Source: an optimization exercise on an open RTL-to-GDS flow (aim: small area, a short achievable clock period and few clock cycles per item). Production flows keep margins and buffers that such runs may drop. No functional check of the RTL was part of this run. Power figures rest on the tool's default switching activity, not on a simulated workload.

==> design.v <==
package qrs_pkg;
  typedef logic [1:0] kind_t;
  localparam kind_t KIND_TWO    = 2'd0;   
  localparam kind_t KIND_DOUBLE = 2'd1;   
  localparam kind_t KIND_NONE   = 2'd2;   
  localparam kind_t KIND_AZERO  = 2'd3;   
  localparam int ROOT_W    = 32;
  localparam int ROOT_FRAC = 16;
endpackage
module qrs_sqrt #(
  parameter int RW  = 33,
  parameter int SBW = 34
) (
  input  logic              clk,
  input  logic              rst,
  input  logic              en,
  input  logic              in_vld,
  input  logic [2*RW-1:0]   in_rad,
  input  logic [SBW-1:0]    in_sb,
  output logic              out_vld,
  output logic [RW-1:0]     out_root,
  output logic [SBW-1:0]    out_sb
);
  logic              vld  [RW+1];
  logic [2*RW-1:0]   rad  [RW+1];
  logic [RW+1:0]     rem  [RW+1];
  logic [RW-1:0]     root [RW+1];
  logic [SBW-1:0]    sb   [RW+1];
  assign vld[0]  = in_vld;
  assign rad[0]  = in_rad;
  assign rem[0]  = '0;
  assign root[0] = '0;
  assign sb[0]   = in_sb;
  for (genvar k = 0; k < RW; k++) begin : g_stage
    logic [RW+3:0] cur;
    logic [RW+3:0] trial;
    logic [RW+3:0] diff;
    logic          ge;
    assign cur   = {rem[k], rad[k][2*RW-1:2*RW-2]};
    assign trial = (RW+4)'({root[k], 2'b01});
    assign diff  = cur - trial;
    assign ge    = (cur >= trial);
    always_ff @(posedge clk) begin
      if (rst) begin
        vld[k+1] <= 1'b0;
      end else if (en) begin
        vld[k+1] <= vld[k];
      end
    end
    always_ff @(posedge clk) begin
      if (en) begin
        rad[k+1]  <= rad[k] << 2;
        rem[k+1]  <= ge ? diff[RW+1:0] : cur[RW+1:0];
        root[k+1] <= {root[k][RW-2:0], ge};
        sb[k+1]   <= sb[k];
      end
    end
  end
  assign out_vld  = vld[RW];
  assign out_root = root[RW];
  assign out_sb   = sb[RW];
endmodule
module qrs_div #(
  parameter int NW  = 36,
  parameter int DW  = 18,
  parameter int SBW = 1
) (
  input  logic            clk,
  input  logic            rst,
  input  logic            en,
  input  logic            in_vld,
  input  logic [NW-1:0]   in_num,
  input  logic [DW-1:0]   in_den,
  input  logic [SBW-1:0]  in_sb,
  output logic            out_vld,
  output logic [NW-1:0]   out_quo,
  output logic [SBW-1:0]  out_sb
);
  logic            vld [NW+1];
  logic [NW-1:0]   num [NW+1];
  logic [NW-1:0]   quo [NW+1];
  logic [DW-1:0]   rem [NW+1];
  logic [DW-1:0]   den [NW+1];
  logic [SBW-1:0]  sb  [NW+1];
  assign vld[0] = in_vld;
  assign num[0] = in_num;
  assign quo[0] = '0;
  assign rem[0] = '0;
  assign den[0] = in_den;
  assign sb[0]  = in_sb;
  for (genvar k = 0; k < NW; k++) begin : g_stage
    logic [DW:0] cur;
    logic [DW:0] diff;
    logic        ge;
    assign cur  = {rem[k], num[k][NW-1]};
    assign diff = cur - {1'b0, den[k]};
    assign ge   = (cur >= {1'b0, den[k]});
    always_ff @(posedge clk) begin
      if (rst) begin
        vld[k+1] <= 1'b0;
      end else if (en) begin
        vld[k+1] <= vld[k];
      end
    end
    always_ff @(posedge clk) begin
      if (en) begin
        num[k+1] <= num[k] << 1;
        quo[k+1] <= {quo[k][NW-2:0], ge};
        rem[k+1] <= ge ? diff[DW-1:0] : cur[DW-1:0];
        den[k+1] <= den[k];
        sb[k+1]  <= sb[k];
      end
    end
  end
  assign out_vld = vld[NW];
  assign out_quo = quo[NW];
  assign out_sb  = sb[NW];
endmodule
module quadratic_root_solver #(
  parameter int COEF_WIDTH = 16
) (
  input  logic                                  clk,
  input  logic                                  rst,
  input  logic                                  s_tvalid,
  output logic                                  s_tready,
  input  logic [((3*COEF_WIDTH+7)/8)*8-1:0]     s_tdata,
  output logic                                  m_tvalid,
  input  logic                                  m_tready,
  output logic [2*qrs_pkg::ROOT_W-1:0]          m_tdata,
  output logic [1:0]                            m_tuser
);
  localparam int W    = COEF_WIDTH;
  localparam int PW   = 2*W;        
  localparam int DW   = 2*W + 1;    
  localparam int RW   = W + 17;     
  localparam int NUMW = W + 19;     
  localparam int UW   = W + 18;     
  localparam int QW   = W + 20;     
  localparam int DENW = W + 2;      
  localparam int RTW  = qrs_pkg::ROOT_W;
  logic en;
  assign en       = !m_tvalid || m_tready;
  assign s_tready = en;
  logic                v1;
  logic signed [W-1:0] a1, b1, c1;
  always_ff @(posedge clk) begin
    if (rst) begin
      v1 <= 1'b0;
    end else if (en) begin
      v1 <= s_tvalid;
    end
  end
  always_ff @(posedge clk) begin
    if (en) begin
      a1 <= s_tdata[W-1:0];
      b1 <= s_tdata[2*W-1:W];
      c1 <= s_tdata[3*W-1:2*W];
    end
  end
  logic [W-1:0] ma1, mb1, mc1;
  assign ma1 = a1[W-1] ? W'(-a1) : W'(a1);
  assign mb1 = b1[W-1] ? W'(-b1) : W'(b1);
  assign mc1 = c1[W-1] ? W'(-c1) : W'(c1);
  logic                v2;
  logic [PW-1:0]       bsq2, ac2;
  logic signed [W-1:0] a2, b2;
  logic                cn2, az2, cz2;
  always_ff @(posedge clk) begin
    if (rst) begin
      v2 <= 1'b0;
    end else if (en) begin
      v2 <= v1;
    end
  end
  always_ff @(posedge clk) begin
    if (en) begin
      bsq2 <= mb1 * mb1;
      ac2  <= ma1 * mc1;
      a2   <= a1;
      b2   <= b1;
      cn2  <= c1[W-1];
      az2  <= (a1 == '0);
      cz2  <= (c1 == '0);
    end
  end
  logic [DW-1:0]     fac, bsqx, disc;
  qrs_pkg::kind_t    kind;
  assign fac  = DW'({ac2, 2'b00});
  assign bsqx = DW'(bsq2);
  always_comb begin
    disc = '0;
    kind = qrs_pkg::KIND_TWO;
    if (az2) begin
      kind = qrs_pkg::KIND_AZERO;
    end else if ((a2[W-1] != cn2) || cz2) begin
      disc = bsqx + fac;
    end else if (bsqx >= fac) begin
      disc = bsqx - fac;
    end else begin
      kind = qrs_pkg::KIND_NONE;
    end
    if (kind == qrs_pkg::KIND_TWO && disc == '0) begin
      kind = qrs_pkg::KIND_DOUBLE;
    end
  end
  logic                v3;
  logic [DW-1:0]       d3;
  qrs_pkg::kind_t      k3;
  logic signed [W-1:0] a3, b3;
  always_ff @(posedge clk) begin
    if (rst) begin
      v3 <= 1'b0;
    end else if (en) begin
      v3 <= v2;
    end
  end
  always_ff @(posedge clk) begin
    if (en) begin
      d3 <= disc;
      k3 <= kind;
      a3 <= a2;
      b3 <= b2;
    end
  end
  logic           sq_vld;
  logic [RW-1:0]  sq;
  logic [PW+1:0]  sq_sb;
  qrs_sqrt #(
    .RW  (RW),
    .SBW (PW + 2)
  ) u_sqrt (
    .clk      (clk),
    .rst      (rst),
    .en       (en),
    .in_vld   (v3),
    .in_rad   ({1'b0, d3, 32'd0}),
    .in_sb    ({k3, a3, b3}),
    .out_vld  (sq_vld),
    .out_root (sq),
    .out_sb   (sq_sb)
  );
  logic signed [W-1:0]    as4, bs4;
  qrs_pkg::kind_t         ks4;
  logic signed [NUMW-1:0] nb, sqs, nump, numm;
  logic [UW-1:0]          unp, unm;
  logic signed [W:0]      ase;
  logic [W:0]             ud;
  assign ks4  = sq_sb[PW+1:PW];
  assign as4  = sq_sb[PW-1:W];
  assign bs4  = sq_sb[W-1:0];
  assign nb   = -(NUMW'(bs4) <<< qrs_pkg::ROOT_FRAC);
  assign sqs  = $signed({2'b00, sq});
  assign nump = nb + sqs;
  assign numm = nb - sqs;
  assign unp  = nump[NUMW-1] ? UW'(-nump) : UW'(nump);
  assign unm  = numm[NUMW-1] ? UW'(-numm) : UW'(numm);
  assign ase  = (W+1)'(as4);
  assign ud   = ase[W] ? $unsigned(-ase) : $unsigned(ase);
  logic             v4;
  logic [QW-1:0]    np4, nm4;
  logic [DENW-1:0]  den4;
  logic             negp4, negm4;
  qrs_pkg::kind_t   k4;
  always_ff @(posedge clk) begin
    if (rst) begin
      v4 <= 1'b0;
    end else if (en) begin
      v4 <= sq_vld;
    end
  end
  always_ff @(posedge clk) begin
    if (en) begin
      np4   <= QW'({unp, 1'b0}) + QW'({ud, 1'b0});
      nm4   <= QW'({unm, 1'b0}) + QW'({ud, 1'b0});
      den4  <= DENW'({ud, 2'b00});
      negp4 <= nump[NUMW-1] != as4[W-1];
      negm4 <= numm[NUMW-1] != as4[W-1];
      k4    <= ks4;
    end
  end
  logic           dv_vld;
  logic [QW-1:0]  qp, qm;
  logic [2:0]     dp_sb;
  logic           negm5;
  qrs_div #(
    .NW  (QW),
    .DW  (DENW),
    .SBW (3)
  ) u_div_plus (
    .clk     (clk),
    .rst     (rst),
    .en      (en),
    .in_vld  (v4),
    .in_num  (np4),
    .in_den  (den4),
    .in_sb   ({k4, negp4}),
    .out_vld (dv_vld),
    .out_quo (qp),
    .out_sb  (dp_sb)
  );
  qrs_div #(
    .NW  (QW),
    .DW  (DENW),
    .SBW (1)
  ) u_div_minus (
    .clk     (clk),
    .rst     (rst),
    .en      (en),
    .in_vld  (v4),
    .in_num  (nm4),
    .in_den  (den4),
    .in_sb   (negm4),
    .out_vld (),
    .out_quo (qm),
    .out_sb  (negm5)
  );
  qrs_pkg::kind_t  k5;
  logic [63:0]     qpx, qmx;
  logic [RTW-1:0]  rp, rm;
  assign k5  = dp_sb[2:1];
  assign qpx = 64'(qp);
  assign qmx = 64'(qm);
  always_comb begin
    if (dp_sb[0]) begin
      rp = (qpx > 64'h8000_0000) ? 32'h8000_0000 : RTW'(-qpx);
    end else begin
      rp = (qpx > 64'h7FFF_FFFF) ? 32'h7FFF_FFFF : qpx[RTW-1:0];
    end
    if (negm5) begin
      rm = (qmx > 64'h8000_0000) ? 32'h8000_0000 : RTW'(-qmx);
    end else begin
      rm = (qmx > 64'h7FFF_FFFF) ? 32'h7FFF_FFFF : qmx[RTW-1:0];
    end
    if (k5 == qrs_pkg::KIND_NONE || k5 == qrs_pkg::KIND_AZERO) begin
      rp = '0;
      rm = '0;
    end
  end
  always_ff @(posedge clk) begin
    if (rst) begin
      m_tvalid <= 1'b0;
    end else if (en) begin
      m_tvalid <= dv_vld;
    end
  end
  always_ff @(posedge clk) begin
    if (en) begin
      m_tdata <= {rm, rp};
      m_tuser <= k5;
    end
  end
endmodule
==> run.sh <==
#!/bin/bash
# synth_recipe.tcl (not shown) runs the flow's synth.tcl, then flattens the netlist and writes it again
# the make line also repeats each setting of config.mk as NAME=value (left out here)
make -C /OpenROAD-flow-scripts/flow DESIGN_CONFIG=/design/flow/config.mk WORK_HOME=/design/flow/orfs CLKGATE_MAP_FILE= SYNTH_SCRIPT=/design/flow/synth_recipe.tcl finish
==> config.mk <==
export PLATFORM = sky130hd
export DESIGN_NAME = quadratic_root_solver
export DESIGN_NICKNAME = quadratic_root_solver
export VERILOG_FILES = /design/flow/design.v
export SDC_FILE = /design/flow/constraint.sdc
export NUM_CORES = 4
export LEC_CHECK = 0
export CAP_MARGIN = 20
export CORE_MARGIN = 2
export CORE_UTILIZATION = 40
export SLEW_MARGIN = 20
==> constraint.sdc <==
create_clock -name core_clock -period 9.0 [get_ports {clk}]
set_input_delay 1.8000 -clock core_clock [delete_from_list [all_inputs] [get_ports {clk}]]
set_output_delay 1.8000 -clock core_clock [all_outputs]
set_load 0.01 [all_outputs]
==> run summary <==
metal layers:
metal	up-vias	GRT usage, %	share of wire [%]	wire, µm
li1	101000	-	-	-
met1	102000	21.6	42	342000
met2	4139	29.8	50	402000
met3	1285	2.13	3.8	30500
met4	4	6.99	4.5	36400
met5	-	0	0.0035	28
cells in the final DEF, fill, tap and decap left out, types with 191 or more instances in the layout:
cell and n:
xor2_1 674, mux2_2 594, edfxtp_1 7800, o21ai_0 1281, o21a_1 194, nand4_1 209, nor3_1 497, a21oi_1 1175
o31ai_1 215, buf_4 293, xnor2_1 1084, ha_1 2015, fa_1 446, a21o_1 645, nor2b_1 240, nand2_1 1633
nand2b_1 301, a211oi_1 202, clkbuf_16 847, o21bai_1 191, inv_1 2457, nand3_1 259, a21boi_0 337, or3_1 207
nor2_1 1985
worst min-delay path by stage:
stage | slack [ns] | depth (start not counted) | end | start
finish | 0.33 | 0 | u_sqrt.sb[33][30] | u_sqrt.sb[32][30]
CTS | 0.35 | 0 | u_div_minus.quo[17][15] | u_div_minus.quo[16][14]
detailed placement | 0.40 | 0 | a3[14] | a2[14]
global route | 0.34 | 0 | u_sqrt.sb[33][30] | u_sqrt.sb[32][30]
global placement | 0.40 | 0 | u_div_minus.num[23][31] | u_div_minus.num[22][30]
floorplan | 0.40 | 0 | a3[0] | a2[0]
metrics by stage:
| stage | std cells | instance area, µm² |
|---|---|---|
| after global placement | 39000 | 383000 |
| final | 40700 | 411000 |
| after detailed placement | 39000 | 383000 |
| after CTS | 40600 | 410000 |
| after global routing | 40600 | 410000 |
| after floorplan | 26900 | 365000 |
power groups by stage:
stage / combinational (mW) / clock (mW) / sequential (mW)
4_1_cts: 46.5 / 35.0 / 59.7
2_1_floorplan: 33.2 / 0 / 56.9
3_3_place_gp: 45.8 / 0 / 60.2
3_5_place_dp: 46.1 / 0 / 60.3
5_1_grt: 51.8 / 36.4 / 60.4
6_report: 46.2 / 33.9 / 59.5
registers in the layout (all words and copies together), names as in the netlist, 36 cells and up:
name             flops
u_div_plus.num     566
m_tdata             64
u_sqrt.rem        1047
u_div_minus.sb      36
u_div_minus.quo    666
u_div_plus.quo     666
u_sqrt.root        561
u_sqrt.rad         256
u_div_plus.den     176
u_div_minus.den    384
u_div_minus.num    590
u_div_minus.rem    628
u_div_plus.sb      108
u_sqrt.sb         1122
u_div_plus.rem     629
u_div_plus.vld      36
final cells by class:
class / count / area, µm² / area share, %
Sequential cell: 7874 / 236000 / 57.4
Multi-Input combinational cell: 16100 / 119000 / 29.0
Timing Repair Buffer: 451 / 4130 / 1.01
Clock buffer: 999 / 21800 / 5.31
Clock inverter: 521 / 5240 / 1.28
Antenna cell: 95 / 238 / 0.0579
Inverter: 2471 / 9280 / 2.26
Tap cell: 12100 / 15200 / 3.70
cells by family after synthesis:
kind of cell | Yosys count | share of synthesized area [%]
mux | 685 | 2.08
other cells | 2 | 0.00206
simple gates | 6209 | 8.16
xor+xnor | 1767 | 4.24
buf+inv | 2900 | 3.00
fa+ha+maj | 2461 | 9.35
flops | 7874 | 64.6
compound gates | 4948 | 8.62
repair_timing:
action,in CTS,in global routing
resized for setup,0,8
endpoints found under the setup margin,0,5
buffers inserted,0,4
==> out/results.txt <==
status = timing/DRC/antenna clean
final hold slack = 0.334 ns
Slew headroom = 21.6%
Core ar. = 0.909 mm²
Crit Path Class = flip-flop to flip-flop
fin crit share = 95.4%
Util after Layout = 45.2%
Worst R2R Setup Slack = 0.42 ns
Crit path depth = 32
DIE HEIGHT = 959 µm
number of global-route vias before repair = 206k
Max Freq = 117 MHz
DR vias/cell = 5.11
initial antenna violation count = 23
number of fill cells in the layout = 80.7k
drt total wl = 811000 µm
vias = 208k
Clock Path Buffers = 5
first-pass GRT wire length = 1230000 µm
Period minus WS final = 8.58 ns
GRT overflow = 0
root buffer cell = clkbuf_16
Placement Rows = 350
First DRT Iteration DRCs = 15.4k
Clock Power Share = 24.3%
FF-to-FF End = ac2[30]
crit path launch = a1[1]
top-count cell post-synth = edfxtp_1
Tot Pwr = 140 mW
Ys Warns = 21
TritonCTS clock tree = done
Clock Sink Count = 7874
Switch Pwr = 45.7 mW
CP max-delay cell = fa_1
die area = 0.920 mm²
final setup fails = 0
Initial Util = 40.2%
Crit path buffers/inverters = 6
die width = 959 µm
CP Max Fanout = 4
Power Internal = 94.0 mW
clk slew on worst S/H paths = 0.06 ns
ys flop type = edfxtp_1
delay-heaviest family, CP = adder cells
Port Buffer Count = 119
post-synthesis cell area = 0.365 mm²
DRC = 0
Combinational Power Share = 33.1%
post-route setup TNS = 0 ns
cell repeated most along the worst path = fa_1
Flop pwr share = 42.6%
Arr. time, crit path = 9.36 ns
Pwr Density = 340 mW/mm²
most frequent cells after synthesis = edfxtp_1, inv_1, ha_1
Worst Setup End Kind = flip-flop
Routed WL per cell = 19.9 µm
worst hold path class = flip-flop to flip-flop
Placer Congestion = 0.886
Ports = 120
area grow syn2layout = 12.4%
Fin. Hold Viols = 0
syn avg cell area = 13.6 µm²
dpl hpwl = 595000 µm
crit-path max cell delay = 0.57 ns
post-synth cell types = 110
hold buffers post-CTS = 0
Clock Skew = 0.128 ns
layout cell share with drive strength beyond 1 = 8.19%
Post-DRT Antenna Nets = 0
Worst Setup EP = ac2[30]
worst-margin pin slew = 1.18 ns
EDFF count, synth = 7800
Max Slew Vio Count = 0
CTS Buf Count = 839
CP Launch Type = flip-flop
Area contributors post-synth = edfxtp_1, ha_1, xnor2_1
Max VDD drop = 546 µV
router iterations before antenna repair = 6
RSZ-0062 raised after global routing = yes
# H-tree levels = 6
Reg2Reg Depth = 32
post-synthesis sequential area ratio = 64.6%
clock latency on the worst-skew pair = 1.14 ns
largest net degree at the start of global routing = 195
Final nets = 30.2k
asr flop ratio synth = 0%
biggest area consumer among synthesized cells = edfxtp_1
GR Util All Layers = 17.1%
pre-CTS setup slack = 0.140 ns
leakage power = 159 nW
Final WS setup = 0.416 ns
Worst Path Required = 9.77 ns
RR Startpoint = a1[1]
area share of the largest cell type after synthesis = 64.1%
Cells after Synth = 26.8k
#FFs+latches synth = 7874
Sw Ratio = 32.7%
MaxCap Viol Count = 0

-- what the ideal ports hide --
No port has a modelled driver above. Below, the same layout with a new extraction and two added sets of constraints. Step 1 assumes that a clkbuf_16 drives the clock port and a buf_2 every other input. Step 2, shift: input delay + t, output delay - t, t = (earliest + latest rising clock arrival at the registers) / 2. This alone moves slack from input paths to output paths. Three values: no drivers, after step 1, after step 2; two values: the first two.
t (ns): 1.226
setup WS [ns]: 0.416 / 0.416 / 0.416
hold WS [ns]: 0.334 / 0.334 / 0.334
worst data-port slew with drivers (ns): 0.17
After both steps setup and hold are still met in this run. For this run, drivers alone change the setup slack by 0.000 ns; drivers and shift together by 0.000 ns.
